This is an optimization exercise on Yosys and OpenROAD, whose aim is small area, not a production implementation.
Function was checked by simulation only, so behaviour that the tests miss may differ from the original.
Power and IR drop assume default switching activity.

## checksum_packet_sync_top
module checksum_packet_sync_top #(
  parameter int unsigned WORDS_PER_PACKET = 6
) (
  input  wire logic                        clk_i,
  input  wire logic                        rst_ni,
  input  wire logic                        in_valid_i,
  output logic                             in_stall_o,
  input  wire logic [cps_pkg::BYTE_W-1:0]  in_byte_i,
  output logic                             out_valid_o,
  input  wire logic                        out_stall_i,
  output logic [cps_pkg::WORD_W-1:0]       word_0_o,
  output logic [cps_pkg::WORD_W-1:0]       word_1_o,
  output logic [cps_pkg::WORD_W-1:0]       word_2_o,
  output logic [cps_pkg::WORD_W-1:0]       word_3_o,
  output logic [cps_pkg::WORD_W-1:0]       word_4_o
);
For scale: about 480 cells after synthesis, about 170 I/O pins, about 8600 sq um of cells after synthesis.
Settings: LEC_CHECK=0, ABC_AREA=0, CAP_MARGIN=20, CORE_MARGIN=2, CORE_UTILIZATION=80, CTS_BUF_LIST=sky130_fd_sc_hd__clkbuf_8, CTS_CLUSTER_DIAMETER=60, CTS_CLUSTER_SIZE=20, SLEW_MARGIN=20; clock period 6.0 ns.
standard.sh (not shown) runs the stock make flow with config.mk's settings and CLKGATE_MAP_FILE= SYNTH_SCRIPT=/design/flow/synth_recipe.tcl, a recipe that flattens the netlist after the stock synthesis.
==> flow/flow/run.sh <==
#!/bin/bash
# The standard synthesis, then the standard layout steps with these changes:
#  - inverters moved across full adders, XOR gates and half adders (flow/polarity.py), which removes most of
#    the inverters that synthesis leaves between adders; a Yosys equivalence proof with
#    the registers paired by name must pass, or the standard netlist is kept;
#  - port buffers made from the smallest buffer cell (every port still gets one);
#  - the largest buffers and inverters kept out of placement and timing repair;
#  - clock tree synthesis without dummy loads.
# Each step's output goes to a log of its own here; ORFS's own logs are under orfs/logs.
set -euo pipefail
bash standard.sh synth > synth.log 2>&1

res=orfs/results/sky130hd/checksum_packet_sync_top/base
lib="$FLOW_HOME/platforms/sky130hd/lib/sky130_fd_sc_hd__tt_025C_1v80.lib"
cp "$res/1_2_yosys.v" synth_standard.v
if python3 flow/polarity.py synth_standard.v synth_polarity.v > polarity.log 2>&1; then
  cat > equiv.ys <<EOY
read_liberty -ignore_miss_func $lib
read_verilog synth_standard.v
rename $FLOW_TOP gold
read_verilog synth_polarity.v
rename $FLOW_TOP gate
flatten
async2sync
rename -hide w:*.*
rename -hide w:_*_
rename -hide w:_pol*
opt_clean
equiv_make gold gate eq
hierarchy -top eq
equiv_simple
equiv_induct
equiv_status -assert
EOY
  yosys_bin="$FLOW_HOME/../tools/install/yosys/bin/yosys"
  [[ -x "$yosys_bin" ]] || yosys_bin=yosys
  if "$yosys_bin" -q -l equiv.log equiv.ys > equiv.out 2>&1; then
    cp synth_polarity.v "$res/1_2_yosys.v"
    rm -f "$res/1_synth.odb" "$res/1_synth.sdc"
    echo "using the netlist with moved inverters" >> polarity.log
  else
    echo "equivalence not proven: keeping the standard netlist" >> polarity.log
  fi
fi

plat=$(sed -n '/^export DONT_USE_CELLS/,/^#/p' "$FLOW_HOME/platforms/sky130hd/config.mk" \
  | grep -o 'sky130_fd_sc_hd__[a-z0-9_]*' | tr '\n' ' ')
big="sky130_fd_sc_hd__buf_12 sky130_fd_sc_hd__buf_16 sky130_fd_sc_hd__buf_8 sky130_fd_sc_hd__buf_6
  sky130_fd_sc_hd__bufinv_8 sky130_fd_sc_hd__bufinv_16 sky130_fd_sc_hd__inv_6 sky130_fd_sc_hd__inv_8
  sky130_fd_sc_hd__inv_12 sky130_fd_sc_hd__inv_16 sky130_fd_sc_hd__clkinv_8 sky130_fd_sc_hd__clkinv_16
  sky130_fd_sc_hd__clkbuf_16 sky130_fd_sc_hd__bufbuf_8 sky130_fd_sc_hd__bufbuf_16"
cts="-sink_clustering_enable -repair_clock_nets -sink_clustering_size 20"
cts="$cts -sink_clustering_max_diameter 60 -buf_list sky130_fd_sc_hd__clkbuf_8 -dont_use_dummy_load"
bash standard.sh "DONT_USE_CELLS=$plat $(echo $big)" \
  BUFFER_PORTS_ARGS="-buffer_cell sky130_fd_sc_hd__buf_1" CTS_ARGS="$cts" finish > layout.log 2>&1
Other scripts of this flow, unchanged in this note and not shown: flow/flow/polarity.py
The first run finished with timing, DRC and antenna clean.
Then changed:
--- a/flow/design.v
+++ b/flow/design.v
@@ -31,17 +31,26 @@
   logic                 out_valid_q;
   logic [4:0]           fill_q;       
   logic [3:0]           k_q;
   logic                 ok1_q, ok2_q, ok3_q;
   logic                 in_xfer;
   logic [7:0]           nx;
   logic [11:0]          na, nb;       
-  logic [7:0]           mk, ma, mb;   
-  logic [3:0]           k_d;
+  logic [7:0]           want;         
+  logic [8:0]           t_zero, t_want;
+  logic [3:0]           n_hi, k_d;
   logic                 zero, match, full, hit;
+  function automatic logic [8:0] low_is(input logic [7:0] a, input logic [7:0] b,
+                                        input logic [7:0] t);
+    logic [7:0] kill;   
+    logic [7:0] bad;
+    kill   = (a & b) | ((a | b) & ~t);
+    bad    = a ^ b ^ t ^ {kill[6:0], 1'b1};
+    low_is = {kill[7], bad};
+  endfunction
   assign in_stall_o  = out_valid_q & out_stall_i;
   assign in_xfer     = in_valid_i & ~in_stall_o;
   assign out_valid_o = out_valid_q;
   assign nx = ~in_byte_i;
   logic [41:0] ts, tc;
   logic [3:0] hs, hc;
   always_comb begin
@@ -159,22 +168,23 @@
     nb[9] = tc[40];
     na[10] = tc[32];
     nb[10] = tc[41];
     na[11] = 1'b0;
     nb[11] = 1'b0;
   end
   always_comb begin
-    zero  = ((na[7:0] ^ nb[7:0]) == 8'hff);
-    mk    = {4'b0, k_q};
-    ma    = na[7:0] ^ nb[7:0] ^ mk;
-    mb    = {(na[6:0] & nb[6:0]) | (mk[6:0] & (na[6:0] ^ nb[6:0])), 1'b0};
-    match = ((ma ^ mb) == 8'hff);
-    k_d   = na[11:8] + nb[11:8] + {3'b0, na[7] & nb[7]};
-    full  = (fill_q == 5'd23);
-    hit   = full && ok3_q && match;
+    want   = 8'd0 - {4'b0, k_q};
+    t_zero = low_is(na[7:0], nb[7:0], 8'd0);
+    t_want = low_is(na[7:0], nb[7:0], want);
+    zero   = (t_zero[7:0] == 8'd0);
+    match  = (t_want[7:0] == 8'd0);
+    n_hi   = na[11:8] + nb[11:8] + {3'b0, zero ? t_zero[8] : t_want[8]};
+    k_d    = n_hi - {3'b0, zero};
+    full   = (fill_q == 5'd23);
+    hit    = full && ok3_q && match;
   end
   always_ff @(posedge clk_i or negedge rst_ni) begin
     if (!rst_ni) begin
       out_valid_q <= 1'b0;
       fill_q      <= '0;
     end else begin
       out_valid_q <= (in_xfer && hit) || in_stall_o;
Effect: The new run produced a clean layout. Area after synthesis rises by a few percent. Worst hold slack got worse by 0.017 ns. Power goes up by about a fifth. Setup slack got worse by 0.040 ns. Global-route usage fell by 0.17 points. First-iteration DRC count goes up by well over a third. Sequential share of layout area drops by 2.0 points.

-- re-timing with driven ports --
In the flow no input, the clock included, has a driving cell. The finished layouts below were timed again as built, in two steps.
Step 1, drivers: a clkbuf_16 drives clk_i and a buf_2 each remaining input, both assumed.
Step 2 times the ports against the registers' clock, not the clock port: input delays grow and output delays shrink by t, the midpoint of the rising clock arrivals with the driver on.
Slacks: ideal ports / drivers / drivers and shift; pairs: ideal ports / drivers.
run	shift t [ns]	setup WS [ns]	worst hold slack (ns)	worst setup path after step 2	cell pins on the clock port's net
the first run	0.470	1.041 / 1.041 / 0.809	0.421 / 0.421 / 0.421	input to register	1
the second run	0.480	1.001 / 1.001 / 0.743	0.404 / 0.404 / 0.404	input to register	1
After both steps every run listed still meets setup and hold. For the second run, which loses most, drivers alone change the setup slack by 0.000 ns; drivers and shift together by -0.258 ns.
